This is an optimization exercise on Yosys and OpenROAD, whose aim is small area and a short achievable clock period, not a production implementation.
RTL that was checked went through simulation tests only; none was proved equivalent to the original.
No functional check of the RTL was part of run 8.
Power is estimated from default activity; no workload was simulated.

[design/flow/config.mk]
export PLATFORM = sky130hd
export DESIGN_NAME = apb_ram_strb
export DESIGN_NICKNAME = apb_ram_strb
export VERILOG_FILES = /design/flow/design.v
export SDC_FILE = /design/flow/constraint.sdc
export NUM_CORES = 4
export LEC_CHECK = 0
export CAP_MARGIN = 20
export CORE_MARGIN = 2
export CORE_UTILIZATION = 40
export CTS_CLUSTER_DIAMETER = 80
export CTS_CLUSTER_SIZE = 25
export PLACE_DENSITY = 0.5
export SETUP_SLACK_MARGIN = 2.1
export SLEW_MARGIN = 20
[design/flow/constraint.sdc]
create_clock -name core_clock -period 4.5 [get_ports {pclk}]
set_input_delay 0.9000 -clock core_clock [delete_from_list [all_inputs] [get_ports {pclk}]]
set_output_delay 0.9000 -clock core_clock [all_outputs]
set_load 0.01 [all_outputs]
[design/flow/design.v]
module apb_ram_strb #(
  parameter int unsigned ADDR_WIDTH  = 10,
  parameter int unsigned DATA_WIDTH  = 32,
  parameter int unsigned RAM_DEPTH   = 128,
  parameter int unsigned WAIT_CYCLES = 0,
  parameter int unsigned RO_BASE     = 96
) (
  input  logic                      pclk,
  input  logic                      presetn,
  input  logic                      psel,
  input  logic                      penable,
  input  logic                      pwrite,
  input  logic [ADDR_WIDTH-1:0]     paddr,
  input  logic [DATA_WIDTH-1:0]     pwdata,
  input  logic [DATA_WIDTH/8-1:0]   pstrb,
  output logic [DATA_WIDTH-1:0]     prdata,
  output logic                      pready,
  output logic                      pslverr
);
  localparam int NR = 43;             
  localparam int NG = 6;              
  logic        idle_q;                
  logic        acc_q;                 
  logic        pready_q;              
  logic        pslverr_q;
  logic [31:0] prdata_q;
  logic [NR-1:0] rl_q;                
  logic [NG-1:0] grp_q;               
  logic          oor_q;               
  logic          write_q;
  logic [31:0]   wdata_q;
  logic [3:0]    strb_q;
  logic [1:0]  ph_q;
  logic [2:0]  pos_q;
  logic        c1_q;
  logic [3:0]  act_q;
  logic [3:0]  pag_q [NG];
  logic [31:0] wdp_q;
  wire setup   = idle_q & psel & ~penable;
  wire perform = acc_q & psel & penable;
  wire commit  = perform & write_q & ~oor_q & ~presetn;
  wire [6:0] widx = paddr[8:2];
  logic [NR-1:0] ring_l;
  logic [NG-1:0] grp_l;
  logic [1:0]    sub_l;
  always_comb begin
    ring_l = '0;
    grp_l  = '0;
    sub_l  = 2'd0;
    for (int i = 0; i < 128; i++) begin
      if (widx == 7'(i)) begin
        ring_l[i / 3]     = 1'b1;
        grp_l[i / 24]     = 1'b1;
        sub_l             = 2'(i % 3);
      end
    end
  end
  always_ff @(posedge pclk) begin
    if (idle_q) begin
      rl_q    <= ring_l;
      grp_q   <= grp_l;
      oor_q   <= paddr[9];
      write_q <= pwrite;
      wdata_q <= pwdata;
      strb_q  <= pstrb;
    end
  end
  always_ff @(posedge pclk) begin
    if (presetn) begin
      idle_q    <= 1'b1;
      acc_q     <= 1'b0;
      pready_q  <= 1'b0;
      pslverr_q <= 1'b0;
    end else begin
      idle_q    <= ~setup & ~perform;
      acc_q     <= setup;
      pready_q  <= perform;
      pslverr_q <= perform & oor_q;
    end
  end
  logic [1:0] nslot;
  always_comb begin
    case ({sub_l, ph_q})
      4'b00_00, 4'b01_10, 4'b10_01: nslot = 2'd1;
      4'b00_01, 4'b01_00, 4'b10_10: nslot = 2'd2;
      default:                      nslot = 2'd0;
    endcase
  end
  logic [3:0] act_d;
  logic [2:0] pos_r;                  
  logic [2:0] pos_d;
  assign act_d = commit ? strb_q : (c1_q ? act_q : 4'h0);
  assign pos_r = {pos_q[1:0], pos_q[2]};
  assign pos_d = idle_q ? (3'd1 << nslot) : pos_r;
  always_ff @(posedge pclk) begin
    ph_q  <= (ph_q == 2'd2) ? 2'd0 : ph_q + 2'd1;
    pos_q <= pos_d;
    c1_q  <= commit;
    act_q <= act_d;
    for (int g = 0; g < NG; g++) pag_q[g] <= act_d & {4{pos_r[2] & grp_q[g]}};
    wdp_q <= wdata_q & {{8{act_d[3]}}, {8{act_d[2]}}, {8{act_d[1]}}, {8{act_d[0]}}}
                     & {32{pos_r[2]}};
  end
  wire  [3:0]  pal = {4{commit & pos_q[2]}} & strb_q;
  wire  [31:0] wdl = wdata_q & {{8{pal[3]}}, {8{pal[2]}}, {8{pal[1]}}, {8{pal[0]}}};
  wire  [31:0] wde = wdp_q | wdl;
  logic [31:0]  m0 [NR];
  logic [31:0]  m1 [NR];
  logic [31:0]  m2 [NR];
  logic [31:0]  t0, t1, t2;
  generate
    for (genvar r = 0; r < NR; r++) begin : g_ring
      logic [3:0] nwe;
      assign nwe = ~({4{rl_q[r]}} & (pag_q[r / 8] | pal));
      always_ff @(posedge pclk) begin
        m1[r] <= m0[r];
        m2[r] <= m1[r];
        m0[r] <= (m2[r] & {{8{nwe[3]}}, {8{nwe[2]}}, {8{nwe[1]}}, {8{nwe[0]}}})
               | (wde & {32{rl_q[r]}});
      end
    end
  endgenerate
  always_comb begin
    t0 = '0;
    t1 = '0;
    t2 = '0;
    for (int r = 0; r < NR; r++) begin
      t0 = t0 | (m0[r] & {32{rl_q[r]}});
      t1 = t1 | (m1[r] & {32{rl_q[r]}});
      t2 = t2 | (m2[r] & {32{rl_q[r]}});
    end
  end
  wire rd_load = perform & ~write_q & ~oor_q & ~presetn;
  wire rd_hold = ~presetn & ~(perform & (oor_q | ~write_q));
  wire ld0     = rd_load & pos_q[0];
  wire ld1     = rd_load & pos_q[1];
  wire ld2     = rd_load & pos_q[2];
  always_ff @(posedge pclk)
    prdata_q <= (t0 & {32{ld0}}) | (t1 & {32{ld1}}) | (t2 & {32{ld2}})
              | (prdata_q & {32{rd_hold}});
  assign prdata  = prdata_q;
  assign pready  = pready_q;
  assign pslverr = pslverr_q;
endmodule
[design/flow/flow/run.sh]
#!/bin/bash
set -o pipefail
bash standard.sh finish \
  "BUFFER_PORTS_ARGS=-buffer_cell sky130_fd_sc_hd__buf_4" > flow_make.log 2>&1
[design/flow/standard.sh]
#!/bin/bash
# synth_recipe.tcl (not shown) runs the flow's synth.tcl, then flattens the netlist and writes it again
# the make line also repeats each setting of config.mk as NAME=value (left out here)
make -C /OpenROAD-flow-scripts/flow DESIGN_CONFIG=/design/flow/config.mk WORK_HOME=/design/flow/orfs CLKGATE_MAP_FILE= SYNTH_SCRIPT=/design/flow/synth_recipe.tcl "${@:-finish}"
==> results of run 1 <==
logic make-up (layout without fill, tap and decap cells):
logic type	Yosys count	count (layout)	share of synthesized area [%]
AO/OA/AOI/OAI	3590	3590	23.5
XOR/XNOR	10	10	0.0694
adder cells (fa/ha/maj)	3	3	0.0298
buffers and inverters	889	831	2.96
flip-flops	4317	4317	69.2
multiplexers	5	5	0.0397
other	0	18	0
AND/OR/NAND/NOR	950	950	4.22
what timing repair did:
item,CTS,global route
buffers inserted,81,64
hold buffers,0,0
gates resized for setup,439,174
endpoints found under the setup margin,1439,414
pin swaps,17,34
cloned,11,29
endpoints found under the hold margin,0,0
through the flow:
step | hold slack, ns | setup WS (ns) | total power, mW | util [%]
after global placement | 0.333 | 0.741 | 41.3 | 41.9
after CTS | 0.0663 | 2.03 | 61.9 | 44.7
after floorplan | 0.330 | 1.91 | 40.2 | -
final | 0.114 | 1.94 | 62.4 | 45.3
after detailed placement | 0.336 | 0.718 | 41.4 | 42.0
after global routing | 0.0875 | 2.01 | 63.7 | 45.3
critical path, cell delays in order (launching register included):
cell,delay (ns)
edfxtp_1,0.46
buf_12,0.25
a22oi_1,0.59
nand4_1,0.15
nor4_1,0.30
o22ai_1,0.12
a211o_1,0.30
state kept, by name (all words and copies together) (netlist names):
register   cells
m0          1376
m1          1376
m2          1376
rl_q          43
prdata_q      32
wdata_q       32
wdp_q         32
pag_q         24
grp_q          6
act_q          4
strb_q         4
pos_q          3
ph_q           2
acc_q          1
c1_q           1
idle_q         1
oor_q          1
pready_q       1
pslverr_q      1
write_q        1
where the power goes:
part	internal, mW	switching [mW]	leakage, nW	total, mW
Combinational	0.519	2.21	15.1	2.73
Sequential	38.4	0.0892	35.0	38.4
Clock	8.72	12.5	2.79	21.2
routing by layer:
metal  share of wire [%]  GRT usage, %  vias up
li1                    -             -    37600
met1                  41          45.8    48100
met2                  42          49.0     6580
met3                  12          6.69     1370
met4                 5.4          14.0       34
met5               0.042             0        -
final timing paths:
path                                             end  slack, ns  cells after the start
worst max-delay path            prdata_q[23]$_DFF_P_       1.94                      6
worst min-delay path            wdata_q[6]$_DFFE_PP_       0.11                      1
worst max register to register  prdata_q[23]$_DFF_P_       1.94                      6
worst min register to register     m1[19][9]$_DFF_P_       0.33                      0
layout make-up:
class / instances / area, sq um
Antenna cell: 18 / 45.0
Multi-Input combinational cell: 4558 / 37200
Tap cell: 4160 / 5200
Fill cell: 28200 / 172000
Timing Repair Buffer: 567 / 6940
Clock buffer: 230 / 5390
Clock inverter: 22 / 279
Sequential cell: 4317 / 87400
Inverter: 12 / 45.0
cell usage after synthesis (27+ instances only):
cell type and instances:
nand4_1 401, clkbuf_1 564, and3_1 68, a21oi_1 27
a31oi_1 33, a222oi_1 96, buf_1 154, a22o_1 1694
a221oi_1 317, nor2_1 88, dfxtp_1 4230, nand2_1 196
a21o_1 32, buf_4 32, nor4_1 82, edfxtp_1 87
buf_2 110, a22oi_1 1290
cells in the final DEF, fill, tap and decap left out, types with 87 or more instances in the layout:
master,n
edfxtp_1,87
a221oi_1,276
buf_4,302
clkbuf_16,228
buf_12,112
a22oi_1,1263
dfxtp_1,4195
a222oi_1,96
a22o_1,1692
nand4_1,401
nor2_1,88
buf_6,96
==> summary.txt, run 1 <==
Run status
  – Status: complete, no violations

Global route
  – Largest net degree at the start of global routing: 92
  – First-pass GRT wire length: 735 mm
  – Total grt overflow: 0
  – Initial antenna violation count: 40
  – Vias in the first global route: 88200
  – GRT Overall Usage: 32.8%

CTS
  – Clock Path Buffers: 4
  – Clock sink count: 4317
  – Inserted Clock Buffers: 201
  – Worst-path clk slew: 0.10 ns
  – TritonCTS clock tree: yes
  – Root buf cell: clkbuf_16
  – Htree depth: 4
  – Worst-Skew Late Latency: 0.97 ns

Routing
  – Vias per inst: 6.75
  – 1st-pass router iterations: 7
  – WL per Instance: 41.5 microns
  – DRC: 0
  – WL final: 577 mm
  – Initial drt markers: 14400
  – Post-route ant nets: 0
  – Routed via count: 93700

Placed design
  – Post-DP HPWL: 320 mm
  – Post-DP Area: 132000 sq um
  – PortBufs: 82
  – Placed insts: 13400
  – Final GP Congestion: 0.916

Timing
  – Final hold vios: 0
  – Clock skew: 0.0633 ns
  – Setup_tns: 0 ns
  – Tcrit/Tclk final: 56.8%
  – Final min period: 2.56 ns
  – Worst slew pin tran: 1.01 ns
  – Max Slew Vio Count: 0
  – RSZ-0062 raised after global routing: true
  – Final setup fails: 0
  – Slew HR: 32.4%
  – FMAX: 391 MHz

Power and ir drop
  – Worst vdd ir: 0.000353 V
  – Power density over cell area: 438 nW/um^2
  – P_leak: 52.9 nW

Critical path
  – Critical Path AT: 3.40 ns
  – Critical Path Start: rl_q[27]$_SDFFCE_PP1P_
  – Crit path required time: 5.34 ns
  – Reg2reg start: rl_q[27]$_SDFFCE_PP1P_
  – Worst Setup Start Kind: register
  – Critical path class: register to register
  – Crit path capture type: register
  – Critical Path Fanout Max: 91

Yosys
  – Asr flop ratio synth: 0%
  – Synth Instances: 9764
  – Commonest register cell after synthesis: dfxtp_1
  – Cell accounting for the most synthesized area: dfxtp_1
  – Yosys warnings: 5
  – FF+latch count, synth: 4317
  – Seq/Total Area, Yosys: 69.2%
  – Top post-synthesis cells by area: dfxtp_1, a22o_1, a22oi_1, a221oi_1, edfxtp_1
  – Post-Syn Nets: 9818
  – Post-synth top area share: 67.1%
  – Syn Area/Cell: 12.9 sq um
  – Synth Cell Area: 126000 sq um
  – Distinct cells, synth: 73
  – Number of synthesized flops with an enable pin: 87

Flow run
  – Max Cap Violations: 0

Min path
  – Hold WC Path Type: input pin to register
  – Min-delay src: pwdata[6]

Die
  – Top Ports: 85
  – Die Height: 566 microns
  – Rows: 206
  – Initial Util: 40.1%
  – Core area: 314000 sq um
  – Die footprint: 320000 sq um
  – Die width: 566 microns

Layout
  – Final cell count without fillers: 13900
  – Share of cells above drive strength 1: 12.0%
  – Design area: 142000 sq um
  – Final nets: 9711
  – Layout Area Growth over Synthesis: 12.9%
==> run 2: changes to the inputs <==
==> design/flow/run.sh (new file) <==
#!/bin/bash
# synth_recipe.tcl (not shown) runs the flow's synth.tcl, then flattens the netlist and writes it again
# the make line also repeats each setting of config.mk as NAME=value (left out here)
make -C /OpenROAD-flow-scripts/flow DESIGN_CONFIG=/design/flow/config.mk WORK_HOME=/design/flow/orfs CLKGATE_MAP_FILE= SYNTH_SCRIPT=/design/flow/synth_recipe.tcl finish
--- a/design/flow/config.mk
+++ b/design/flow/config.mk
@@ -13,3 +13,4 @@
 export PLACE_DENSITY = 0.5
 export SETUP_SLACK_MARGIN = 2.1
 export SLEW_MARGIN = 20
+export TNS_END_PERCENT = 10
removed: design/flow/flow/run.sh
removed: design/flow/standard.sh
==> run 2 against run 1 <==
  * Still clean
  * Die area is the same
  * Setup slack lost 0.050 ns
  * Sequential power is essentially flat
  * Synthesized cell count is the same
  * Critical path depth grew 1
  * Power grew 0.23%
  * Clock power is essentially flat
  * Clock skew shrank 0.016 ns
  * First-iteration DRC count grew 6.7%
  * Non-clock buffer count grew 172
  * Global-route usage shrank 0.82 points
  * Critical path type unchanged
==> summary.txt, run 2 <==
Timing
  – Max Slew Vio Count: 0
  – Final setup fails: 0
  – Tcrit/Tclk final: 58.0%
  – Final min period: 2.61 ns
  – Final hold vios: 0
  – Clock skew: 0.0476 ns
  – FMAX: 383 MHz
  – Worst slew pin tran: 1.29 ns
  – Setup_tns: 0 ns
  – RSZ-0062 raised after global routing: true
  – Slew HR: 14.2%

Critical path
  – Worst Setup Start Kind: register
  – Critical Path Fanout Max: 78
  – R2R depth: 7
  – Critical path class: register to register
  – Crit path capture type: register
  – Crit path required time: 5.30 ns
  – Slowest stage delay, CP: 0.49 ns
  – Worst path slowest cell: a22oi_1
  – Critical Path AT: 3.41 ns
  – CP Cell Sequence: buf_16, a22oi_1, nand4_1, nor4_1, a31oi_1, a21oi_1, o221ai_1

Routing
  – Initial drt markers: 15400
  – WL per Instance: 41.1 microns
  – Post-route ant nets: 0
  – 1st-pass router iterations: 9
  – Vias per inst: 6.69
  – WL final: 578 mm
  – Routed via count: 94000
  – DRC: 0

Yosys
  – Syn Area/Cell: 12.9 sq um
  – Asr flop ratio synth: 0%
  – Commonest register cell after synthesis: dfxtp_1
  – Seq/Total Area, Yosys: 69.2%
  – Synth Cell Area: 126000 sq um
  – Cell accounting for the most synthesized area: dfxtp_1
  – Number of synthesized flops with an enable pin: 87
  – FF+latch count, synth: 4317
  – Yosys warnings: 5
  – Synth Instances: 9764
  – Cell with the most instances after synthesis: dfxtp_1
  – Most common library cells after synthesis: dfxtp_1, a22o_1, a22oi_1
  – Post-synth top area share: 67.1%
  – Top post-synthesis cells by area: dfxtp_1, a22o_1, a22oi_1, a221oi_1, edfxtp_1
  – Distinct cells, synth: 73
  – Post-Syn Nets: 9818

Power and ir drop
  – Post-layout power: 62.5 mW
  – Worst vdd ir: 0.000286 V
  – P_leak: 53.5 nW
  – Power density over cell area: 434 nW/um^2

Global route
  – GRT Overall Usage: 31.9%
  – Largest net degree at the start of global routing: 96
  – Initial antenna violation count: 41
  – Total grt overflow: 0
  – First-pass GRT wire length: 721 mm
  – Vias in the first global route: 88200

Die
  – Die footprint: 320000 sq um
  – Die width: 566 microns
  – Top Ports: 85
  – Core area: 314000 sq um
  – Die Height: 566 microns
  – Initial Util: 40.1%
  – Rows: 206

CTS
  – Root buf cell: clkbuf_16
  – TritonCTS clock tree: yes
  – Clock Path Buffers: 4
  – Htree depth: 4
  – Worst-path clk slew: 0.10 ns
  – Worst-Skew Late Latency: 0.95 ns
  – Clock sink count: 4317
  – Inserted Clock Buffers: 205

Layout
  – Largest regs: m0: 1376 flops, m1: 1376 flops, m2: 1376 flops
  – Commonest non-fill, non-tap cell in the layout: dfxtp_1
  – Layout Area Growth over Synthesis: 14.2%
  – Share of cells above drive strength 1: 12.7%
  – Commonest cells after routing, fill and taps aside: dfxtp_1, a22o_1, a22oi_1
  – Final nets: 9887
  – Final cell count without fillers: 14100

Min path
  – Hold-critical path depth: 0
  – Hold WC Path Type: register to register

Flow run
  – Max Cap Violations: 0

Placed design
  – PortBufs: 82
  – Final GP Congestion: 0.905
  – Placed insts: 13600
  – Post-DP HPWL: 330 mm

Run status
  – Status: complete, no violations
==> run 2: cell counts after synthesis <==
Identical to the previous run, type by type.
==> run 2: cells by family (layout without fill, tap and decap cells) <==
family / after synthesis / in the layout / share of synthesized area, %
buf+inv: 889 / 1008 / 2.96
mux: 5 / 5 / 0.0397
simple gates: 950 / 950 / 4.22
other cells: 0 / 15 / 0
compound gates: 3590 / 3590 / 23.5
fa+ha+maj: 3 / 3 / 0.0298
flops: 4317 / 4317 / 69.2
xor+xnor: 10 / 10 / 0.0694
==> run 2: path summary, 6_finish.rpt <==
path                           start              endpoint  slack (ns)
hold / removal    m1[11][12]$_DFF_P_    m2[11][12]$_DFF_P_        0.34
hold reg to reg   m1[11][12]$_DFF_P_    m2[11][12]$_DFF_P_        0.34
setup reg to reg  rl_q[24]$_DFFE_PP_  prdata_q[21]$_DFF_P_        1.89
setup / recovery  rl_q[24]$_DFFE_PP_  prdata_q[21]$_DFF_P_        1.89
==> run 2: layout make-up <==
| cell class | instances | area, sq um |
|---|---|---|
| fillers | 28200 | 170000 |
| flip-flops and latches | 4317 | 87400 |
| multi-input cells | 4558 | 36800 |
| repair buffers | 739 | 8850 |
| clock buffers | 233 | 5400 |
| well taps | 4160 | 5200 |
| clock inverters | 24 | 334 |
| inverters | 12 | 45.0 |
| diodes | 15 | 37.5 |
==> run 2: where the power goes <==
part / switching (mW) / internal, mW
Combinational: 2.18 / 0.563
Sequential: 0.0663 / 38.4
Clock: 12.5 / 8.90
==> run 2: timing repair <==
item,in CTS,in global routing
pin swaps,14,65
hold buffers,0,0
cloned,5,53
hold endpoints to repair,0,0
buffers inserted,58,118
endpoints found under the setup margin,1471,1405
gates resized for setup,375,299
==> run 2: layer usage <==
layer,part of all wire [%],vias to the layer above,track usage (%)
met1,41,48200,45.1
met2,42,6663,48.1
met3,12,1236,5.59
met4,5.2,28,13.4
met5,0.055,-,0
li1,-,37900,-
==> run 2: through the flow <==
step	instance area (sq um)	hold slack [ns]	worst slack (ns)	utilization (%)
after floorplan	126000	0.330	1.91	-
after global placement	133000	0.333	0.291	42.3
after detailed placement	133000	0.336	0.307	42.4
after CTS	141000	0.338	2.01	44.7
after global routing	144000	0.349	1.94	45.8
final	144000	0.343	1.89	45.8
==> run 2: worst max-delay path: cells and delay by family (launching register included) <==
family / cells / cell delay (ns)
AOI/OAI and AO/OA: 4 / 0.91
and+or+nand+nor: 2 / 0.61
buffers and inverters: 1 / 0.24
DFF: 1 / 0.46
==> run 3: changes to the inputs <==
--- a/design/flow/config.mk
+++ b/design/flow/config.mk
@@ -13,4 +13,3 @@
 export PLACE_DENSITY = 0.5
 export SETUP_SLACK_MARGIN = 2.1
 export SLEW_MARGIN = 20
-export TNS_END_PERCENT = 10
==> run 3 against run 2 <==
  * Wire length increased by 2.9%
  * Critical path type unchanged
  * Critical path depth is the same
  * Setup slack improved by 0.10 ns
  * Hold slack worse by 0.014 ns
  * Clock-buffer cell count down 3
  * Die area unchanged
  * First-iteration DRC count decreased by 0.66%
  * Global-route usage is 0.89 points higher
  * Non-clock buffer count fell by 7
==> summary.txt, run 3 <==
CTS
  – TritonCTS clock tree: yes
  – Worst-Skew Late Latency: 0.99 ns
  – Inserted Clock Buffers: 202
  – Clock Path Buffers: 4
  – Root buf cell: clkbuf_16
  – Clock sink count: 4317
  – Worst-path clk slew: 0.10 ns
  – Htree depth: 4

Power and ir drop
  – Logic pwr share: 4.7%
  – Clock network power share: 34.1%
  – Post-layout power: 62.8 mW
  – Power density over cell area: 434 nW/um^2
  – Psw: 15.1 mW
  – Sequential power share: 61.2%
  – P_leak: 53.7 nW
  – Cell-internal power: 47.8 mW
  – Worst vdd ir: 0.000293 V
  – Switch share: 24.0%

Timing
  – Max Slew Vio Count: 0
  – Final Worst Setup Slack: 2.00 ns
  – FMAX: 399 MHz
  – Clock skew: 0.0466 ns
  – Final min period: 2.50 ns
  – Final setup fails: 0
  – Tcrit/Tclk final: 55.7%
  – RSZ-0062 raised after global routing: true
  – Final hold vios: 0
  – Slew HR: 30.5%
  – Setup_tns: 0 ns
  – Worst slew pin tran: 1.04 ns

Yosys
  – Asr flop ratio synth: 0%
  – Synth Cell Area: 126000 sq um
  – Commonest register cell after synthesis: dfxtp_1
  – Post-Syn Nets: 9818
  – Cell accounting for the most synthesized area: dfxtp_1
  – Syn Area/Cell: 12.9 sq um
  – Seq/Total Area, Yosys: 69.2%
  – Top post-synthesis cells by area: dfxtp_1, a22o_1, a22oi_1, a221oi_1, edfxtp_1
  – Most common library cells after synthesis: dfxtp_1, a22o_1, a22oi_1
  – Number of synthesized flops with an enable pin: 87
  – Post-synth top area share: 67.1%
  – FF+latch count, synth: 4317
  – Yosys warnings: 5
  – Distinct cells, synth: 73
  – Synth Instances: 9764
  – Cell with the most instances after synthesis: dfxtp_1

Critical path
  – Reg2reg start: rl_q[19]$_SDFFCE_PP1P_
  – Critical path class: register to register
  – Critical Path Fanout Max: 17
  – Reg2Reg Setup Slack: 2.00 ns
  – Worst R2R End: prdata_q[11]$_DFF_P_
  – Crit path capture type: register
  – R2R depth: 7
  – Crit path required time: 5.36 ns
  – Critical Path AT: 3.37 ns
  – Worst Setup Start Kind: register

Global route
  – Vias in the first global route: 89200
  – Total grt overflow: 0
  – Initial antenna violation count: 42
  – Largest net degree at the start of global routing: 83
  – GRT Overall Usage: 32.8%
  – First-pass GRT wire length: 737 mm

Min path
  – Min-delay src: m1[8][3]$_DFF_P_
  – Hold EP: m2[8][3]$_DFF_P_
  – Hold-critical path depth: 0
  – Hold WC Path Type: register to register

Routing
  – Post-route ant nets: 0
  – Vias per inst: 6.76
  – 1st-pass router iterations: 9
  – DRC: 0
  – Routed via count: 95200
  – WL final: 595 mm
  – WL per Instance: 42.3 microns
  – Initial drt markers: 15300

Die
  – Initial Util: 40.1%
  – Top Ports: 85
  – Core area: 314000 sq um
  – Die footprint: 320000 sq um
  – Die width: 566 microns
  – Die Height: 566 microns
  – Rows: 206

Layout
  – Final nets: 9878
  – Layout Area Growth over Synthesis: 14.7%
  – Commonest non-fill, non-tap cell in the layout: dfxtp_1
  – Area of the multi-input gates: 37200 sq um
  – Largest regs: m0: 1376 flops, m1: 1376 flops, m2: 1376 flops
  – Fill cell count: 27900
  – Commonest cells after routing, fill and taps aside: dfxtp_1, a22o_1, a22oi_1
  – Share of cells above drive strength 1: 13.2%
  – Storage cell area: 87400 sq um

Flow run
  – Max Cap Violations: 0

Run status
  – Status: complete, no violations

Placed design
  – Final GP Congestion: 0.908
  – Pre-CTS setup slack: 0.172 ns
  – PortBufs: 82
  – Post-DP HPWL: 328 mm
run 3: changes by cell type in the layout (fill, tap and decap cells not counted), sizes merged, moves of 3 or more:
| cell | previous run | this run |
|---|---|---|
| diode | 15 | 32 |
| clkdlybuf4s15 | 13 | 1 |
| buf | 638 | 646 |
| clkbuf | 272 | 265 |
| dlygate4sd2 | 8 | 2 |
| clkinvlp | 0 | 4 |
| bufbuf | 0 | 3 |
run 3: cell families (layout without fill, tap and decap cells):
family          after synthesis  in the layout  synth area share, %
xor+xnor                     10             10               0.0694
simple gates                950            951                 4.22
compound gates             3590           3590                 23.5
fa+ha+maj                     3              3               0.0298
buf+inv                     889           1001                 2.96
flops                      4317           4317                 69.2
other cells                   0             32                    0
mux                           5              5               0.0397
run 3: area by class of cell:
type                       count  share of cell area, %
timing repair buffer         732                   6.26
sequential                  4317                   60.4
tap                         4160                   3.60
clock buffer                 230                   3.72
clock inverter                27                  0.246
inverter                      12                 0.0311
antenna                       32                 0.0553
multi-input combinational   4559                   25.7
run 3: how the worst max path moves through the flow:
stage | startpoint | endpoint | slack [ns]
floorplan | paddr[5] | pos_q[0]$_DFF_P_ | 1.91
global placement | penable | m0[27][27]$_DFF_P_ | 0.19
detailed placement | penable | m0[27][27]$_DFF_P_ | 0.17
CTS | prdata_q[17]$_DFF_P_ | prdata[17] | 2.03
global route | rl_q[16]$_DFFE_PP_ | prdata_q[23]$_DFF_P_ | 1.97
finish | rl_q[19]$_SDFFCE_PP1P_ | prdata_q[11]$_DFF_P_ | 2.00
run 3: per-layer routing:
metal / routed length (microns) / GRT usage [%] / part of all wire, %
met1: 240000 / 45.7 / 40
met2: 249000 / 48.5 / 42
met3: 72100 / 7.12 / 12
met4: 32800 / 15.4 / 5.5
met5: 101 / 0 / 0.017
run 3: stage by stage:
step / utilization (%) / hold slack (ns) / area, sq um / std cells
after floorplan: - / 0.330 / 126000 / 9764
after global placement: 42.4 / 0.333 / 133000 / 13600
after detailed placement: 42.4 / 0.336 / 133000 / 13600
after CTS: 45.0 / 0.325 / 142000 / 13900
after global routing: 46.0 / 0.341 / 145000 / 14000
final: 46.0 / 0.330 / 145000 / 14100
run 3: timing repair:
| action | CTS | global route |
|---|---|---|
| pin swaps | 16 | 46 |
| setup buffers | 87 | 75 |
| hold buffers | 0 | 0 |
| gates cloned | 13 | 49 |
| setup endpoints to repair | 1445 | 726 |
| resized for setup | 539 | 327 |
run 3: power groups by stage:
stage,Combinational (mW),Clock (mW),Sequential [mW]
after detailed placement,1.99,0,39.4
after CTS,2.28,21.4,38.4
after floorplan,0.869,0,39.3
final,2.95,21.4,38.5
after global placement,1.97,0,39.4
after global routing,2.83,22.7,38.5
run 3: critical path, stage by stage, from the launching register on:
cell,delay (ns)
edfxtp_1,0.55
buf_16,0.27
a22oi_2,0.27
nand4_1,0.14
or4_1,0.51
nor2_1,0.15
o22ai_1,0.14
a211o_1,0.31
==> run 4: changes to the inputs <==
--- a/design/flow/config.mk
+++ b/design/flow/config.mk
@@ -10,6 +10,6 @@
 export CORE_UTILIZATION = 40
 export CTS_CLUSTER_DIAMETER = 80
 export CTS_CLUSTER_SIZE = 25
-export PLACE_DENSITY = 0.5
+export PLACE_DENSITY = 0.66
 export SETUP_SLACK_MARGIN = 2.1
 export SLEW_MARGIN = 20
==> run 4 against run 3 <==
  * Still clean on timing, DRC and antenna
  * Clock-buffer cell count fell by 14
  * Non-clock buffer count fell by 128
  * Register-to-register slack barely moved
  * Synthesized area did not move
  * Power fell by 2.2%
  * Global-route usage fell by 3.2 points
  * Sequential power barely moved
  * Setup slack got worse by 0.047 ns
  * Utilization fell by 0.91 points
  * Die area did not move
  * Critical path type is now register to output pin
  * Highest routed layer unchanged
==> summary.txt, run 4 <==
Min path
  – Hold WC Path Type: register to register
  – Hold-critical path depth: 0
  – Hold EP: m2[29][9]$_DFF_P_
  – Min-delay src: m1[29][9]$_DFF_P_

Critical path
  – Critical Path Fanout Max: 2
  – Buf/Inv on CP: 1
  – Reg2reg start: rl_q[40]$_DFFE_PP_
  – CP Cell Sequence: buf_2
  – Slowest stage delay, CP: 0.50 ns
  – Worst path slowest cell: dfxtp_4
  – Critical path class: register to output pin
  – R2R depth: 8
  – Reg2Reg Setup Slack: 1.99 ns
  – Worst Setup Start Kind: register
  – Crit path required time: 3.60 ns
  – Critical Path AT: 1.65 ns
  – Crit path capture type: output pin
  – Worst R2R End: prdata_q[11]$_DFF_P_
  – Worst path top cell family by delay: flip-flops

CTS
  – Worst-path clk slew: 0.10 ns
  – Root buf cell: clkbuf_16
  – Hold-fix buffers, CTS: 0
  – Clock Path Buffers: 4
  – Inserted Clock Buffers: 200
  – TritonCTS clock tree: yes
  – Clock sink count: 4317
  – Worst-Skew Late Latency: 0.96 ns
  – Htree depth: 4

Layout
  – Commonest cells after routing, fill and taps aside: dfxtp_1, a22o_1, a22oi_1
  – Share of cells above drive strength 1: 11.4%
  – Largest regs: m0: 1376 flops, m1: 1376 flops, m2: 1376 flops
  – Final nets: 9747
  – Commonest non-fill, non-tap cell in the layout: dfxtp_1
  – Final cell count without fillers: 13900
  – Layout Area Growth over Synthesis: 12.5%

Power and ir drop
  – Cell-internal power: 47.2 mW
  – Sequential power share: 62.6%
  – Post-layout power: 61.4 mW
  – Clock network power share: 33.1%
  – Switch share: 23.2%
  – Worst vdd ir: 0.000315 V
  – P_leak: 52.7 nW
  – Logic pwr share: 4.2%
  – Psw: 14.3 mW
  – Power density over cell area: 433 nW/um^2

Routing
  – Vias per inst: 6.87
  – Initial drt markers: 17100
  – WL per Instance: 38.1 microns
  – 1st-pass router iterations: 9
  – Post-route ant nets: 0
  – Routed via count: 95500
  – DRC: 0
  – WL final: 530 mm

Yosys
  – Cell with the most instances after synthesis: dfxtp_1
  – Post-synth top area share: 67.1%
  – Seq/Total Area, Yosys: 69.2%
  – Synth Cell Area: 126000 sq um
  – Synth Instances: 9764
  – Cell accounting for the most synthesized area: dfxtp_1
  – Distinct cells, synth: 73
  – Most common library cells after synthesis: dfxtp_1, a22o_1, a22oi_1
  – Syn Area/Cell: 12.9 sq um
  – FF+latch count, synth: 4317
  – Number of synthesized flops with an enable pin: 87
  – Asr flop ratio synth: 0%
  – Post-Syn Nets: 9818
  – Commonest register cell after synthesis: dfxtp_1
  – Yosys warnings: 5
  – Top post-synthesis cells by area: dfxtp_1, a22o_1, a22oi_1, a221oi_1, edfxtp_1

Run status
  – Status: complete, no violations

Timing
  – FMAX: 392 MHz
  – Max Slew Vio Count: 0
  – Setup_tns: 0 ns
  – Final min period: 2.55 ns
  – Worst slew pin tran: 1.01 ns
  – Final hold vios: 0
  – RSZ-0062 raised after global routing: true
  – Clock skew: 0.0540 ns
  – Final setup fails: 0
  – Slew HR: 32.5%
  – Hold Worst Slack: 0.316 ns
  – Tcrit/Tclk final: 56.7%

Placed design
  – PortBufs: 82
  – Final GP Congestion: 0.956
  – Post-DP HPWL: 295 mm
  – Placed insts: 13500

Die
  – Die footprint: 320000 sq um
  – Core area: 314000 sq um
  – Rows: 206
  – Die width: 566 microns
  – Die Height: 566 microns
  – Initial Util: 40.1%
  – Top Ports: 85

Global route
  – First-pass GRT wire length: 682 mm
  – Total grt overflow: 0
  – Initial antenna violation count: 32
  – Largest net degree at the start of global routing: 96
  – GRT Overall Usage: 29.6%
  – Vias in the first global route: 89300

Flow run
  – Max Cap Violations: 0
run 4: routing by layer:
layer | GRT usage [%] | wire length (microns) | part of all wire [%] | up-vias
li1 | - | - | - | 37600
met1 | 39.3 | 193000 | 36 | 47100
met2 | 42.6 | 212000 | 40 | 8656
met3 | 8.63 | 83100 | 16 | 2105
met5 | 0.610 | 491 | 0.093 | -
met4 | 17.4 | 41800 | 7.9 | 50
run 4: layout make-up:
type / instances / area [sq um]
Antenna cell: 33 / 82.6
Clock buffer: 216 / 5170
Clock inverter: 11 / 115
Fill cell: 27900 / 173000
Inverter: 12 / 48.8
Multi-Input combinational cell: 4558 / 36800
Sequential cell: 4317 / 87400
Tap cell: 4160 / 5200
Timing Repair Buffer: 604 / 7090
run 4: repair_timing:
action / CTS / global route
gates cloned: 5 / 35
gates resized for setup: 493 / 312
endpoints found under the setup margin: 1437 / 874
buffers inserted: 68 / 68
pin swaps: 6 / 60
run 4: cell families after synthesis:
group | count (synthesis) | share of synthesized area, %
flops | 4317 | 69.2
compound gates | 3590 | 23.5
simple gates | 950 | 4.22
buf+inv | 889 | 2.96
xor+xnor | 10 | 0.0694
mux | 5 | 0.0397
fa+ha+maj | 3 | 0.0298
run 4: power groups by stage:
stage / clock [mW] / sequential [mW] / combinational, mW
global placement: 0 / 39.4 / 1.82
finish: 20.3 / 38.5 / 2.61
detailed placement: 0 / 39.4 / 1.83
floorplan: 0 / 39.3 / 0.869
global route: 21.5 / 38.5 / 2.48
CTS: 20.2 / 38.4 / 2.04
run 4: worst max path at each step:
stage / cells past startpoint / to / slack [ns] / start
after floorplan: 10 / pos_q[0]$_DFF_P_ / 1.91 / paddr[5]
after global placement: 8 / m0[18][16]$_DFF_P_ / 0.46 / penable
after detailed placement: 8 / m0[18][21]$_DFF_P_ / 0.40 / psel
after CTS: 1 / prdata[14] / 1.86 / prdata_q[14]$_DFF_P_
after global routing: 1 / prdata[14] / 1.97 / prdata_q[14]$_DFF_P_
final: 1 / prdata[14] / 1.95 / prdata_q[14]$_DFF_P_
run 4: stage by stage:
step           worst slack (ns)  utilization, %  instance area (sq um)
2_1_floorplan              1.91               -                 126000
3_3_place_gp              0.463            42.1                 132000
3_5_place_dp              0.396            42.1                 132000
4_1_cts                    1.86            44.3                 139000
5_1_grt                    1.97            45.1                 142000
6_report                   1.95            45.1                 142000
==> run 5: changes to the inputs <==
--- a/design/flow/config.mk
+++ b/design/flow/config.mk
@@ -10,6 +10,6 @@
 export CORE_UTILIZATION = 40
 export CTS_CLUSTER_DIAMETER = 80
 export CTS_CLUSTER_SIZE = 25
-export PLACE_DENSITY = 0.66
+export PLACE_DENSITY = 0.58
 export SETUP_SLACK_MARGIN = 2.1
 export SLEW_MARGIN = 20
==> run 5 against run 4 <==
  * Still clean on timing, DRC and antenna
  * Global-route usage grew 1.2 points
  * Combinational power is essentially flat
  * Sequential share of layout area is essentially flat
  * Power is essentially flat
  * Via count shrank 1.4%
  * Clock power is essentially flat
  * Die area is the same
  * Critical endpoint is now prdata_q[29]$_DFF_P_
  * Largest cell class unchanged
==> summary.txt, run 5 <==
Yosys
  – Cell accounting for the most synthesized area: dfxtp_1
  – Asr flop ratio synth: 0%
  – Cell with the most instances after synthesis: dfxtp_1
  – Post-Syn Nets: 9818
  – Top post-synthesis cells by area: dfxtp_1, a22o_1, a22oi_1, a221oi_1, edfxtp_1
  – Synth Cell Area: 126000 sq um
  – Seq/Total Area, Yosys: 69.2%
  – Most common library cells after synthesis: dfxtp_1, a22o_1, a22oi_1
  – Distinct cells, synth: 73
  – Number of synthesized flops with an enable pin: 87
  – Post-synth top area share: 67.1%
  – Commonest register cell after synthesis: dfxtp_1
  – Syn Area/Cell: 12.9 sq um
  – FF+latch count, synth: 4317
  – Synth Instances: 9764
  – Yosys warnings: 5

Critical path
  – Reg2reg start: rl_q[2]$_SDFFCE_PP1P_
  – Critical path class: register to register
  – R2R depth: 7
  – Crit path capture type: register
  – Buf/Inv on CP: 1
  – Slowest stage delay, CP: 0.50 ns
  – Critical Path Fanout Max: 75
  – Worst Setup Start Kind: register
  – Reg2Reg Setup Slack: 1.99 ns
  – Worst path slowest cell: edfxtp_1
  – Stages on the worst setup path: 7
  – Worst R2R End: prdata_q[29]$_DFF_P_
  – Critical Path AT: 3.30 ns
  – Worst path top cell family by delay: compound AO/OA/AOI/OAI gates
  – Crit path required time: 5.29 ns
  – CP Cell Sequence: buf_12, a22o_1, a221oi_1, nand4_1, nor4_2, a2bb2oi_1, o221ai_1

Routing
  – Vias per inst: 6.79
  – DRC: 0
  – 1st-pass router iterations: 9
  – Post-route ant nets: 0
  – WL final: 544 mm
  – Initial drt markers: 15800
  – Routed via count: 94200
  – WL per Instance: 39.2 microns

Placed design
  – Placed insts: 13500
  – Final GP Congestion: 0.942
  – Post-DP HPWL: 305 mm
  – Pre-CTS setup slack: 0.464 ns
  – PortBufs: 82

Die
  – Die width: 566 microns
  – Initial Util: 40.1%
  – Die footprint: 320000 sq um
  – Die Height: 566 microns
  – Core area: 314000 sq um
  – Rows: 206
  – Top Ports: 85

Power and ir drop
  – P_leak: 52.7 nW
  – Power density over cell area: 433 nW/um^2
  – Worst vdd ir: 0.000315 V

CTS
  – Hold-fix buffers, CTS: 0
  – Htree depth: 4
  – Root buf cell: clkbuf_16
  – Inserted Clock Buffers: 201
  – Worst-path clk slew: 0.10 ns
  – Clock sink count: 4317
  – Clock Path Buffers: 4
  – TritonCTS clock tree: yes
  – Worst-Skew Late Latency: 0.94 ns

Layout
  – Final cell count without fillers: 13900
  – Commonest non-fill, non-tap cell in the layout: dfxtp_1
  – Final nets: 9732
  – Largest regs: m0: 1376 flops, m1: 1376 flops, m2: 1376 flops
  – Commonest cells after routing, fill and taps aside: dfxtp_1, a22o_1, a22oi_1
  – Layout Area Growth over Synthesis: 12.4%
  – Share of cells above drive strength 1: 11.1%

Timing
  – Max Slew Vio Count: 0
  – Final Worst Setup Slack: 1.99 ns
  – Final setup fails: 0
  – Setup_tns: 0 ns
  – Final hold vios: 0
  – Worst slew pin tran: 1.03 ns
  – Tcrit/Tclk final: 55.7%
  – FMAX: 399 MHz
  – Final min period: 2.51 ns
  – Slew HR: 31.3%
  – RSZ-0062 raised after global routing: true
  – Clock skew: 0.0504 ns

Global route
  – Initial antenna violation count: 28
  – Largest net degree at the start of global routing: 96
  – Vias in the first global route: 88300
  – First-pass GRT wire length: 700 mm
  – GRT Overall Usage: 30.8%
  – Total grt overflow: 0

Min path
  – Hold WC Path Type: register to register
  – Min-delay src: m1[15][25]$_DFF_P_
  – Hold EP: m2[15][25]$_DFF_P_
  – Hold-critical path depth: 0

Flow run
  – Max Cap Violations: 0

Run status
  – Status: complete, no violations
[run 5: cell counts after synthesis]
Identical to the previous run, type by type.
[run 5: worst max path at each step]
stage                           start                   end  slack [ns]
6_report        rl_q[2]$_SDFFCE_PP1P_  prdata_q[29]$_DFF_P_        1.99
3_5_place_dp                  penable    m0[36][21]$_DFF_P_        0.46
3_3_place_gp                  penable    m0[36][16]$_DFF_P_        0.46
5_1_grt        rl_q[42]$_SDFFCE_PP1P_  prdata_q[11]$_DFF_P_        2.00
2_1_floorplan                paddr[5]      pos_q[0]$_DFF_P_        1.91
4_1_cts          prdata_q[14]$_DFF_P_            prdata[14]        2.00
[run 5: through the flow]
step	cell area (sq um)	utilization, %	hold slack (ns)	total power [mW]
finish	142000	45.1	0.337	61.4
global route	142000	45.1	0.343	62.5
CTS	140000	44.6	0.337	60.9
detailed placement	132000	42.1	0.336	41.3
global placement	132000	42.1	0.332	41.3
floorplan	126000	-	0.330	40.2
[run 5: logic make-up (layout without fill, tap and decap cells)]
| kind of cell | after synthesis | after routing | share of synthesized area (%) |
|---|---|---|---|
| AOI/OAI and AO/OA | 3590 | 3590 | 23.5 |
| xor gates and xnor gates | 10 | 10 | 0.0694 |
| adders and majority gates | 3 | 3 | 0.0298 |
| buffers and inverters | 889 | 830 | 2.96 |
| DFF | 4317 | 4317 | 69.2 |
| muxes | 5 | 5 | 0.0397 |
| other | 0 | 10 | 0 |
| and+or+nand+nor | 950 | 951 | 4.22 |
[run 5: area by class of cell]
type,instances,area [sq um]
diodes,10,25.0
clock inverters,10,106
repair buffers,587,6990
fillers,28100,173000
inverters,12,48.8
multi-input cells,4559,36800
well taps,4160,5200
flip-flops and latches,4317,87400
clock buffers,221,5170
[run 5: what timing repair did]
item                                    4_1_cts  5_1_grt
endpoints found under the setup margin     1439     1290
gates resized for setup                     584      152
endpoints found under the hold margin         0        0
buffers inserted                             80       49
pin swaps                                    18       21
gates cloned                                  8       31
[run 5: report_power, final]
| part | internal (mW) | switching [mW] | leakage, nW | total, mW |
|---|---|---|---|---|
| registers | 38.4 | 0.0876 | 35.0 | 38.4 |
| logic | 0.499 | 2.11 | 15.0 | 2.61 |
| clock network | 8.22 | 12.2 | 2.58 | 20.4 |
[run 5: per-layer routing]
metal | wire, microns | global-route usage [%]
met1 | 207000 | 41.7
met5 | 254 | 0
met2 | 228000 | 46.4
met4 | 35200 | 15.3
met3 | 72800 | 6.81
[run 5: worst reg2reg max path: cells and delay by family, from the launching register on]
kind	cells	cell delay, ns
AO/OA/AOI/OAI	4	1.20
buffers and inverters	1	0.24
flip-flops	1	0.50
AND/OR/NAND/NOR	2	0.44
==> run 6: changes to the inputs <==
--- a/design/flow/config.mk
+++ b/design/flow/config.mk
@@ -9,7 +9,7 @@
 export CORE_MARGIN = 2
 export CORE_UTILIZATION = 40
 export CTS_CLUSTER_DIAMETER = 80
-export CTS_CLUSTER_SIZE = 25
+export CTS_CLUSTER_SIZE = 28
 export PLACE_DENSITY = 0.58
-export SETUP_SLACK_MARGIN = 2.1
+export SETUP_SLACK_MARGIN = 2.0
 export SLEW_MARGIN = 20
==> run 6 against run 5 <==
  * Combinational power shrank 15%
  * Setup slack lost 0.12 ns
  * Sequential cell count is the same
  * Sequential share of layout area grew 0.90 points
  * Sequential power is essentially flat
  * Clock-buffer cell count shrank 22
  * Hold slack lost 0.016 ns
  * Synthesized cell count is the same
==> summary.txt, run 6 <==
Run status
  – Status: complete, no violations

Layout
  – Share of cells above drive strength 1: 10.0%
  – Largest regs: m0: 1376 flops, m1: 1376 flops, m2: 1376 flops
  – Final nets: 9700
  – Area of the multi-input gates: 35900 sq um
  – Commonest non-fill, non-tap cell in the layout: dfxtp_1
  – Commonest cells after routing, fill and taps aside: dfxtp_1, a22o_1, a22oi_1
  – Storage cell area: 87400 sq um
  – Layout Area Growth over Synthesis: 10.8%
  – Fin util: 44.4%
  – Fill cell count: 28500

Routing
  – 1st-pass router iterations: 9
  – WL final: 508 mm
  – Initial drt markers: 14500
  – DRC: 0
  – Vias per inst: 6.64
  – Post-route ant nets: 0
  – WL per Instance: 36.6 microns
  – Routed via count: 92000

Die
  – Rows: 206
  – Die footprint: 320000 sq um
  – Core area: 314000 sq um
  – Top Ports: 85
  – Die Height: 566 microns
  – Initial Util: 40.1%
  – Die width: 566 microns

Timing
  – Final hold vios: 0
  – Clock skew: 0.0529 ns
  – Final min period: 2.63 ns
  – Final setup fails: 0
  – Worst slew pin tran: 0.965 ns
  – FMAX: 381 MHz
  – Max Slew Vio Count: 0
  – RSZ-0062 raised after global routing: true
  – Slew HR: 35.5%
  – Setup_tns: 0 ns
  – Tcrit/Tclk final: 58.4%

Yosys
  – Post-synth top area share: 67.1%
  – Top post-synthesis cells by area: dfxtp_1, a22o_1, a22oi_1, a221oi_1, edfxtp_1
  – Synth Instances: 9764
  – Most common library cells after synthesis: dfxtp_1, a22o_1, a22oi_1
  – Synth Cell Area: 126000 sq um
  – Post-Syn Nets: 9818
  – Seq/Total Area, Yosys: 69.2%
  – Asr flop ratio synth: 0%
  – Distinct cells, synth: 73
  – Yosys warnings: 5
  – FF+latch count, synth: 4317
  – Syn Area/Cell: 12.9 sq um
  – Number of synthesized flops with an enable pin: 87
  – Commonest register cell after synthesis: dfxtp_1
  – Cell accounting for the most synthesized area: dfxtp_1
  – Cell with the most instances after synthesis: dfxtp_1

Placed design
  – Post-DP HPWL: 314 mm
  – PortBufs: 82
  – Final GP Congestion: 0.939

Critical path
  – Critical path class: register to register
  – Reg2Reg Setup Slack: 1.87 ns
  – Critical Path Fanout Max: 74
  – Crit path required time: 5.30 ns
  – Crit path capture type: register
  – Worst Setup Start Kind: register
  – Critical Path AT: 3.43 ns

Global route
  – Largest net degree at the start of global routing: 88
  – Vias in the first global route: 88400
  – First-pass GRT wire length: 691 mm
  – GRT Overall Usage: 30.2%
  – Initial antenna violation count: 22
  – Total grt overflow: 0

CTS
  – TritonCTS clock tree: yes
  – Root buf cell: clkbuf_16
  – Inserted Clock Buffers: 186
  – Htree depth: 4
  – Worst-Skew Late Latency: 0.93 ns
  – Worst-path clk slew: 0.11 ns
  – Clock sink count: 4317
  – Clock Path Buffers: 4

Power and ir drop
  – Worst vdd ir: 0.000291 V
  – P_leak: 51.2 nW
  – Power density over cell area: 434 nW/um^2
  – Post-layout power: 60.7 mW

Flow run
  – Max Cap Violations: 0

Min path
  – Hold WC Path Type: register to register
[run 6: cell counts after synthesis]
No cell type changed its count.
[run 6: path summary, 6_finish.rpt]
kind	depth (start not counted)	start	end
worst max-delay path	7	rl_q[39]$_SDFFCE_PP1P_	prdata_q[1]$_DFF_P_
worst max register to register	7	rl_q[39]$_SDFFCE_PP1P_	prdata_q[1]$_DFF_P_
worst min register to register	0	m1[0][24]$_DFF_P_	m2[0][24]$_DFF_P_
worst min-delay path	0	m1[0][24]$_DFF_P_	m2[0][24]$_DFF_P_
[run 6: final cells by class]
type                            count  area share [%]
Inverter                           12          0.0349
Sequential cell                  4317            62.5
Clock inverter                     27           0.265
Antenna cell                       20          0.0358
Timing Repair Buffer              571            4.28
Tap cell                         4160            3.73
Clock buffer                      199            3.42
Multi-Input combinational cell   4558            25.7
[run 6: repair_timing]
item,CTS,global route
gates resized for setup,345,115
cloned,0,7
hold buffers,0,0
pin swaps,2,11
setup buffers,58,17
setup endpoints to repair,1445,1004
[run 6: where the power goes]
group	total (mW)	switching [mW]	internal, mW
logic	2.23	1.80	0.430
clock network	20.0	12.1	7.96
registers	38.4	0.0671	38.4
[run 6: worst max-delay path, stage by stage (launching register included)]
cell and delay (ns):
edfxtp_1 0.45, buf_12 0.21, a22oi_1 0.55, nand4_1 0.17, nor4_1 0.44, a31oi_1 0.14
a21oi_1 0.15, o221ai_1 0.12
[run 6: cells by family after synthesis]
family / after synthesis / share of synthesized area [%]
adders and majority gates: 3 / 0.0298
AOI/OAI and AO/OA: 3590 / 23.5
buffers and inverters: 889 / 2.96
and+or+nand+nor: 950 / 4.22
DFF: 4317 / 69.2
muxes: 5 / 0.0397
xor gates and xnor gates: 10 / 0.0694
[run 6: metrics by stage]
| step | std cells | setup WS (ns) | hold slack [ns] | cell area (sq um) |
|---|---|---|---|---|
| final | 13900 | 1.87 | 0.321 | 140000 |
| after global routing | 13800 | 1.95 | 0.328 | 140000 |
| after CTS | 13800 | 1.82 | 0.330 | 139000 |
| after detailed placement | 13500 | 0.338 | 0.336 | 133000 |
| after global placement | 13500 | 0.337 | 0.333 | 133000 |
| after floorplan | 9764 | 1.91 | 0.330 | 126000 |
[run 6: per-layer routing]
layer	up-vias	share of wire [%]	GRT usage [%]
met5	-	0.022	0
met4	18	5.9	14.6
met3	1372	12	6.95
met2	6485	42	45.1
met1	46600	40	41.2
li1	37500	-	-
==> run 7: changes to the inputs <==
==> design/flow/config.mk (replaced) <==
export PLATFORM = sky130hd
export DESIGN_NAME = apb_ram_strb
export DESIGN_NICKNAME = apb_ram_strb
export VERILOG_FILES = /design/flow/design.v
export SDC_FILE = /design/flow/constraint.sdc
export NUM_CORES = 4
export LEC_CHECK = 0
export CAP_MARGIN = 10
export CORE_MARGIN = 2
export CORE_UTILIZATION = 40
export CTS_CLUSTER_DIAMETER = 80
export CTS_CLUSTER_SIZE = 25
export PLACE_DENSITY = 0.58
export SETUP_SLACK_MARGIN = 2.2
export SLEW_MARGIN = 10
==> run 7 against run 6 <==
  * Critical endpoint is now prdata_q[17]$_DFF_P_
  * Power increased by 3.0%
  * Sequential cell count did not move
  * Hold slack got worse by 0.0020 ns
  * First-iteration DRC count rose by 24%
  * Non-clock buffer count is 335 higher
  * Clock-buffer cell count grew 21
  * Setup slack improved by 0.13 ns
  * Highest routed layer unchanged
  * Design area grew 6.1%
  * Critical path depth unchanged
  * Combinational power is 53% higher
  * Largest cell class unchanged
  * Critical path type unchanged
  * Register-to-register slack improved by 0.13 ns
==> summary.txt, run 7 <==
Die
  – Core area: 314000 sq um
  – Die footprint: 320000 sq um
  – Initial Util: 40.1%
  – Rows: 206
  – Die Height: 566 microns
  – Top Ports: 85
  – Die width: 566 microns

Critical path
  – Worst Setup Start Kind: register
  – Reg2Reg Setup Slack: 2.01 ns
  – Crit path required time: 5.31 ns
  – Reg2reg start: rl_q[14]$_SDFFCE_PP1P_
  – Crit path capture type: register
  – Critical Path Fanout Max: 26
  – Worst R2R End: prdata_q[17]$_DFF_P_
  – Critical path class: register to register
  – Critical Path AT: 3.30 ns
  – R2R depth: 7

CTS
  – Htree depth: 4
  – Worst-Skew Late Latency: 0.95 ns
  – Inserted Clock Buffers: 201
  – TritonCTS clock tree: yes
  – Clock sink count: 4317
  – Worst-path clk slew: 0.10 ns
  – Root buf cell: clkbuf_16
  – Hold-fix buffers, CTS: 0
  – Clock Path Buffers: 4

Yosys
  – Synth Instances: 9764
  – Cell accounting for the most synthesized area: dfxtp_1
  – Cell with the most instances after synthesis: dfxtp_1
  – Post-Syn Nets: 9818
  – Asr flop ratio synth: 0%
  – FF+latch count, synth: 4317
  – Top post-synthesis cells by area: dfxtp_1, a22o_1, a22oi_1, a221oi_1, edfxtp_1
  – Syn Area/Cell: 12.9 sq um
  – Seq/Total Area, Yosys: 69.2%
  – Yosys warnings: 5
  – Number of synthesized flops with an enable pin: 87
  – Synth Cell Area: 126000 sq um
  – Post-synth top area share: 67.1%
  – Distinct cells, synth: 73
  – Most common library cells after synthesis: dfxtp_1, a22o_1, a22oi_1
  – Commonest register cell after synthesis: dfxtp_1

Layout
  – Fin util: 47.2%
  – Layout Area Growth over Synthesis: 17.5%
  – Fill cell count: 27500
  – Commonest non-fill, non-tap cell in the layout: dfxtp_1
  – Largest regs: m0: 1376 flops, m1: 1376 flops, m2: 1376 flops
  – Final nets: 10100
  – Commonest cells after routing, fill and taps aside: dfxtp_1, a22o_1, a22oi_1
  – Share of cells above drive strength 1: 15.5%

Global route
  – Largest net degree at the start of global routing: 75
  – Total grt overflow: 0
  – GRT Overall Usage: 33.5%
  – Vias in the first global route: 91400
  – First-pass GRT wire length: 751 mm
  – Initial antenna violation count: 56

Placed design
  – Post-DP HPWL: 309 mm
  – Final GP Congestion: 0.944
  – PortBufs: 82

Min path
  – Hold EP: m1[29][26]$_DFF_P_
  – Hold WC Path Type: register to register
  – Min-delay src: m0[29][26]$_DFF_P_
  – Hold-critical path depth: 0

Power and ir drop
  – P_leak: 54.8 nW
  – Power density over cell area: 421 nW/um^2
  – Worst vdd ir: 0.000333 V

Routing
  – Routed via count: 98800
  – WL final: 599 mm
  – DRC: 0
  – Vias per inst: 6.95
  – Post-route ant nets: 0
  – 1st-pass router iterations: 7
  – Initial drt markers: 18000
  – WL per Instance: 42.1 microns

Run status
  – Status: complete, no violations

Timing
  – Clock skew: 0.0566 ns
  – Tcrit/Tclk final: 55.4%
  – Max Slew Vio Count: 0
  – Worst slew pin tran: 0.804 ns
  – Final setup fails: 0
  – Final min period: 2.49 ns
  – FMAX: 401 MHz
  – RSZ-0062 raised after global routing: true
  – Final hold vios: 0
  – Slew HR: 46.3%
  – Setup_tns: 0 ns

Flow run
  – Max Cap Violations: 0
run 7: cell counts after synthesis:
Identical to the previous run, type by type.
run 7: worst max-delay path by stage:
| stage | start | end | slack, ns |
|---|---|---|---|
| 2_1_floorplan | paddr[5] | pos_q[0]$_DFF_P_ | 1.91 |
| 3_5_place_dp | penable | m0[24][12]$_DFF_P_ | 0.39 |
| 3_3_place_gp | penable | m0[24][14]$_DFF_P_ | 0.43 |
| 6_report | rl_q[14]$_SDFFCE_PP1P_ | prdata_q[17]$_DFF_P_ | 2.01 |
| 4_1_cts | prdata_q[4]$_DFF_P_ | prdata[4] | 2.02 |
| 5_1_grt | rl_q[2]$_SDFFCE_PP1P_ | prdata_q[17]$_DFF_P_ | 2.02 |
run 7: power breakdown:
part           total, mW  internal [mW]  switching, mW
combinational       3.41          0.840           2.57
clock               20.7           8.37           12.3
sequential          38.4           38.4         0.0693
run 7: metrics by stage:
| step | power [mW] | hold WS, ns | instances | cell area (sq um) | worst slack (ns) |
|---|---|---|---|---|---|
| after floorplan | 40.2 | 0.330 | 9764 | 127000 | 1.91 |
| after global placement | 41.3 | 0.332 | 13500 | 133000 | 0.426 |
| after detailed placement | 41.3 | 0.336 | 13500 | 133000 | 0.388 |
| after CTS | 61.5 | 0.313 | 14000 | 144000 | 2.02 |
| after global routing | 63.4 | 0.324 | 14200 | 148000 | 2.02 |
| final | 62.5 | 0.319 | 14200 | 148000 | 2.01 |
run 7: what timing repair did:
| action | 4_1_cts | 5_1_grt |
|---|---|---|
| setup endpoints to repair | 1455 | 1176 |
| setup buffers | 177 | 139 |
| hold endpoints to repair | 0 | 0 |
| pin swaps | 75 | 158 |
| resized for setup | 620 | 394 |
| gates cloned | 52 | 55 |
run 7: critical path, cell delays in order, from the launching register on:
cell      delay, ns
edfxtp_1       0.42
buf_4          0.18
buf_16         0.21
a222oi_1       0.62
nand4_1        0.19
nor4_1         0.28
o22ai_1        0.11
a211o_1        0.28
run 7: cell type report:
cell class	count	area, sq um	area share [%]
Sequential cell	4317	87400	58.9
Multi-Input combinational cell	4559	37900	25.6
Timing Repair Buffer	906	12300	8.28
Clock buffer	220	5260	3.55
Tap cell	4160	5200	3.51
Clock inverter	9	106	0.0717
Antenna cell	33	82.6	0.0557
Inverter	12	45.0	0.0304
run 7: layer usage:
layer | routed length (microns) | global-route usage (%) | up-vias | share of wire, %
li1 | - | - | 38300 | -
met1 | 218000 | 44.6 | 49200 | 36
met2 | 237000 | 47.6 | 9067 | 40
met3 | 97600 | 10.7 | 2181 | 16
met4 | 45200 | 19.5 | 66 | 7.5
met5 | 818 | 0 | - | 0.14
run 7: logic make-up (layout without fill, tap and decap cells):
family / after synthesis / count (layout) / synth area share [%]
multiplexers: 5 / 5 / 0.0397
adder cells (fa/ha/maj): 3 / 3 / 0.0298
buffers and inverters: 889 / 1147 / 2.96
flip-flops: 4317 / 4317 / 69.2
XOR/XNOR: 10 / 10 / 0.0694
other: 0 / 33 / 0
AO/OA/AOI/OAI: 3590 / 3590 / 23.5
AND/OR/NAND/NOR: 950 / 951 / 4.22
==> run 8: changes to the inputs <==
--- a/design/flow/design.v
+++ b/design/flow/design.v
@@ -25,6 +25,7 @@
   logic        pslverr_q;
   logic [31:0] prdata_q;
   logic [NR-1:0] rl_q;                
+  logic [NR-1:0] rw_q;                
   logic [NG-1:0] grp_q;               
   logic          oor_q;               
   logic          write_q;
@@ -58,6 +59,7 @@
   always_ff @(posedge pclk) begin
     if (idle_q) begin
       rl_q    <= ring_l;
+      rw_q    <= ring_l & {NR{pwrite}};
       grp_q   <= grp_l;
       oor_q   <= paddr[9];
       write_q <= pwrite;
@@ -111,12 +113,12 @@
   generate
     for (genvar r = 0; r < NR; r++) begin : g_ring
       logic [3:0] nwe;
-      assign nwe = ~({4{rl_q[r]}} & (pag_q[r / 8] | pal));
+      assign nwe = ~({4{rw_q[r]}} & (pag_q[r / 8] | pal));
       always_ff @(posedge pclk) begin
         m1[r] <= m0[r];
         m2[r] <= m1[r];
         m0[r] <= (m2[r] & {{8{nwe[3]}}, {8{nwe[2]}}, {8{nwe[1]}}, {8{nwe[0]}}})
-               | (wde & {32{rl_q[r]}});
+               | (wde & {32{rw_q[r]}});
       end
     end
   endgenerate
==> design/flow/config.mk (replaced) <==
export PLATFORM = sky130hd
export DESIGN_NAME = apb_ram_strb
export DESIGN_NICKNAME = apb_ram_strb
export VERILOG_FILES = /design/flow/design.v
export SDC_FILE = /design/flow/constraint.sdc
export NUM_CORES = 4
export LEC_CHECK = 0
export CAP_MARGIN = 20
export CORE_MARGIN = 2
export CORE_UTILIZATION = 40
export CTS_CLUSTER_DIAMETER = 80
export CTS_CLUSTER_SIZE = 25
export PLACE_DENSITY = 0.5
export SETUP_SLACK_MARGIN = 2.1
export SLEW_MARGIN = 20
==> run 8 against run 7 <==
  * Still clean
  * Combinational power increased by 17%
  * Synthesized cell count increased by 1.1%
  * Setup slack got worse by 0.11 ns
  * Fmax decreased by 4.3%
  * Sequential power increased by 2%
  * Global-route usage increased by 7.2 points
  * Sequential cell count increased by 43
  * Critical endpoint is now prdata_q[23]$_DFF_P_
  * Largest cell class unchanged
==> summary.txt, run 8 <==
CTS
  – Inserted Clock Buffers: 206
  – TritonCTS clock tree: yes
  – Hold-fix buffers, CTS: 0
  – Root buf cell: clkbuf_16
  – Clock sink count: 4360
  – Clock Path Buffers: 4
  – Worst-path clk slew: 0.10 ns
  – Worst-Skew Late Latency: 0.98 ns
  – Htree depth: 4

Yosys
  – Top post-synthesis cells by area: dfxtp_1, a22o_1, a22oi_1, edfxtp_1, nand4_1
  – Synth Area in Simple Gates: 4.43%
  – Post-synthesis compound-gate area fraction: 23.2%
  – Cell with the most instances after synthesis: dfxtp_1
  – Cell accounting for the most synthesized area: dfxtp_1
  – Number of synthesized flops with an enable pin: 130
  – FF+latch count, synth: 4360
  – Post-synth top area share: 66.4%
  – Asr flop ratio synth: 0%
  – Syn Area/Cell: 12.9 sq um
  – Most common library cells after synthesis: dfxtp_1, a22o_1, a22oi_1
  – Commonest register cell after synthesis: dfxtp_1
  – Yosys warnings: 5
  – Post-synthesis adder-cell area fraction: 0.0294%
  – Post-Syn Nets: 9922
  – Seq/Total Area, Yosys: 69.5%
  – Main combinational cell family by area after synthesis: compound AO/OA/AOI/OAI gates
  – Distinct cells, synth: 71
  – Synth Cell Area: 127000 sq um
  – Synth Area in XOR/XNOR: 0.0481%
  – Mux contribution to synthesized area: 0.0245%
  – Synth Instances: 9868

Die
  – Core area: 318000 sq um
  – Die width: 569 microns
  – Initial Util: 40.1%
  – Top Ports: 85
  – Rows: 207
  – Die footprint: 323000 sq um
  – Die Height: 569 microns

Placed design
  – Final GP Congestion: 0.958
  – PortBufs: 82
  – Post-DP Area: 135000 sq um
  – Placed insts: 13800
  – Post-DP HPWL: 389 mm

Layout
  – Design area: 148000 sq um
  – Largest regs: m0: 1376 flops, m1: 1376 flops, m2: 1376 flops
  – Share of cells above drive strength 1: 14.6%
  – Layout Area Growth over Synthesis: 16.4%
  – Final nets: 10100
  – Fill cell count: 28300
  – Storage cell area: 88700 sq um
  – Commonest non-fill, non-tap cell in the layout: dfxtp_1
  – Area of the multi-input gates: 37800 sq um
  – Final cell count without fillers: 14400
  – Commonest cells after routing, fill and taps aside: dfxtp_1, a22o_1, a22oi_1

Timing
  – Worst slew pin tran: 1.21 ns
  – Max Slew Vio Count: 0
  – Setup_tns: 0 ns
  – Final min period: 2.60 ns
  – Final hold vios: 0
  – Clock skew: 0.0492 ns
  – Tcrit/Tclk final: 57.9%
  – Slew HR: 19.5%
  – Hold Worst Slack: 0.334 ns
  – FMAX: 384 MHz
  – RSZ-0062 raised after global routing: true
  – Final setup fails: 0

Global route
  – GRT Overall Usage: 40.7%
  – Total grt overflow: 0
  – Largest net degree at the start of global routing: 76
  – First-pass GRT wire length: 889 mm
  – Initial antenna violation count: 75
  – Vias in the first global route: 95700

Critical path
  – Critical Path Start: rl_q[30]$_DFFE_PP_
  – Critical Path Fanout Max: 35
  – Crit path capture type: register
  – Worst Setup Start Kind: register
  – R2R depth: 7
  – Crit path required time: 5.34 ns
  – Critical Path AT: 3.45 ns
  – Critical path class: register to register
  – Reg2reg start: rl_q[30]$_DFFE_PP_

Power and ir drop
  – Power density over cell area: 440 nW/um^2
  – Worst vdd ir: 0.000291 V
  – P_leak: 55.4 nW

Routing
  – DRC: 0
  – WL final: 712 mm
  – Routed via count: 105000
  – Post-route ant nets: 0
  – Vias per inst: 7.33
  – WL per Instance: 49.5 microns
  – 1st-pass router iterations: 9
  – Initial drt markers: 20800

Min path
  – Hold-critical path depth: 0
  – Min-delay src: m0[33][1]$_DFF_P_
  – Hold WC Path Type: register to register

Flow run
  – Max Cap Violations: 0

Run status
  – Status: complete, no violations
run 8: changes by cell type in the layout (fill, tap and decap cells not counted), sizes merged, moves of 34 or more:
cell	before	now
edfxtp	87	130
nor2	89	140
diode	33	97
a22o	1694	1660
buf	796	753
a22oi	1290	1354
run 8: where the power goes:
group	internal, mW	switching (mW)	leakage [nW]
Clock	9.07	13.1	2.92
Combinational	0.749	3.25	16.9
Sequential	38.9	0.261	35.6
Total	48.8	16.6	55.4
run 8: cell type report:
| type | instances | share of cell area, % |
|---|---|---|
| Antenna cell | 97 | 0.164 |
| Clock buffer | 241 | 3.70 |
| Clock inverter | 33 | 0.302 |
| Inverter | 10 | 0.0304 |
| Multi-Input combinational cell | 4641 | 25.5 |
| Sequential cell | 4360 | 59.8 |
| Tap cell | 4180 | 3.53 |
| Timing Repair Buffer | 835 | 7.03 |
run 8: critical path, stage by stage, from the launching register on:
cell and delay (ns):
edfxtp_1 0.45, clkbuf_16 0.27, a22oi_2 0.34, nand4_1 0.17
or4_4 0.51, nor2_2 0.13, o22ai_2 0.11, a211o_1 0.29
run 8: repair_timing:
item                       in CTS  in global routing
cloned                         32                 25
pin swaps                      37                 74
setup endpoints to repair    1446               1238
setup buffers                 118                 71
resized for setup             730                289
run 8: worst paths after layout:
path / endpoint / slack (ns)
min reg2reg: m1[33][1]$_DFF_P_ / 0.33
max reg2reg: prdata_q[23]$_DFF_P_ / 1.90
min: m1[33][1]$_DFF_P_ / 0.33
max: prdata_q[23]$_DFF_P_ / 1.90
run 8: stage by stage:
step	worst slack (ns)	power, mW	utilization (%)
2_1_floorplan	1.67	40.9	-
3_3_place_gp	0.395	42.9	42.6
3_5_place_dp	0.309	42.9	42.6
4_1_cts	1.98	64.4	45.9
5_1_grt	1.97	66.1	46.6
6_report	1.90	65.3	46.7
run 8: kinds of logic (layout without fill, tap and decap cells):
| logic type | after synthesis | in the layout |
|---|---|---|
| DFF | 4360 | 4360 |
| AOI/OAI and AO/OA | 3600 | 3600 |
| and+or+nand+nor | 1027 | 1028 |
| buffers and inverters | 868 | 1119 |
| xor gates and xnor gates | 7 | 7 |
| adders and majority gates | 3 | 3 |
| muxes | 3 | 3 |
| other | 0 | 97 |
run 8: per-layer routing:
metal	up-vias	track usage [%]	wire [microns]
li1	38700	-	-
met1	53200	54.2	263000
met2	11000	55.5	279000
met3	2638	14.6	114000
met4	34	25.5	55300
met5	-	0.283	353

what the ideal ports hide:
How much do the figures lean on ideal ports? The routed layouts below were timed once more, with nothing changed but the port constraints. Step 1 assumes that a clkbuf_16 drives the clock port and a buf_2 every other input. Step 2 times the ports against the registers' clock, not the clock port: input delays grow and output delays shrink by t, the midpoint of the rising clock arrivals with the driver on. Three values: ideal, step 1, step 2; two values: the first two.
| run | t, ns | setup slack, ns | worst register clock-pin slew, ns | pins driven straight from the clock port |
|---|---|---|---|---|
| run 1 | 1.035 | 1.942 / 1.942 / 1.338 | 0.11 / 0.11 | 1 |
| run 2 | 1.023 | 1.892 / 1.892 / 1.153 | 0.11 / 0.11 | 1 |
| run 3 | 1.065 | 1.995 / 1.921 / 1.172 | 0.11 / 0.11 | 1 |
| run 4 | 1.045 | 1.948 / 1.838 / 1.294 | 0.11 / 0.11 | 1 |
| run 5 | 1.021 | 1.992 / 1.946 / 1.271 | 0.11 / 0.11 | 1 |
| run 6 | 1.010 | 1.874 / 1.874 / 1.170 | 0.12 / 0.12 | 1 |
| run 7 | 1.022 | 2.008 / 1.911 / 1.259 | 0.11 / 0.11 | 1 |
| run 8 | 1.067 | 1.896 / 1.896 / 1.173 | 0.11 / 0.11 | 1 |
After both steps every run listed still meets setup and hold. For run 3, which loses most, drivers alone change the setup slack by -0.074 ns; drivers and shift together by -0.823 ns.
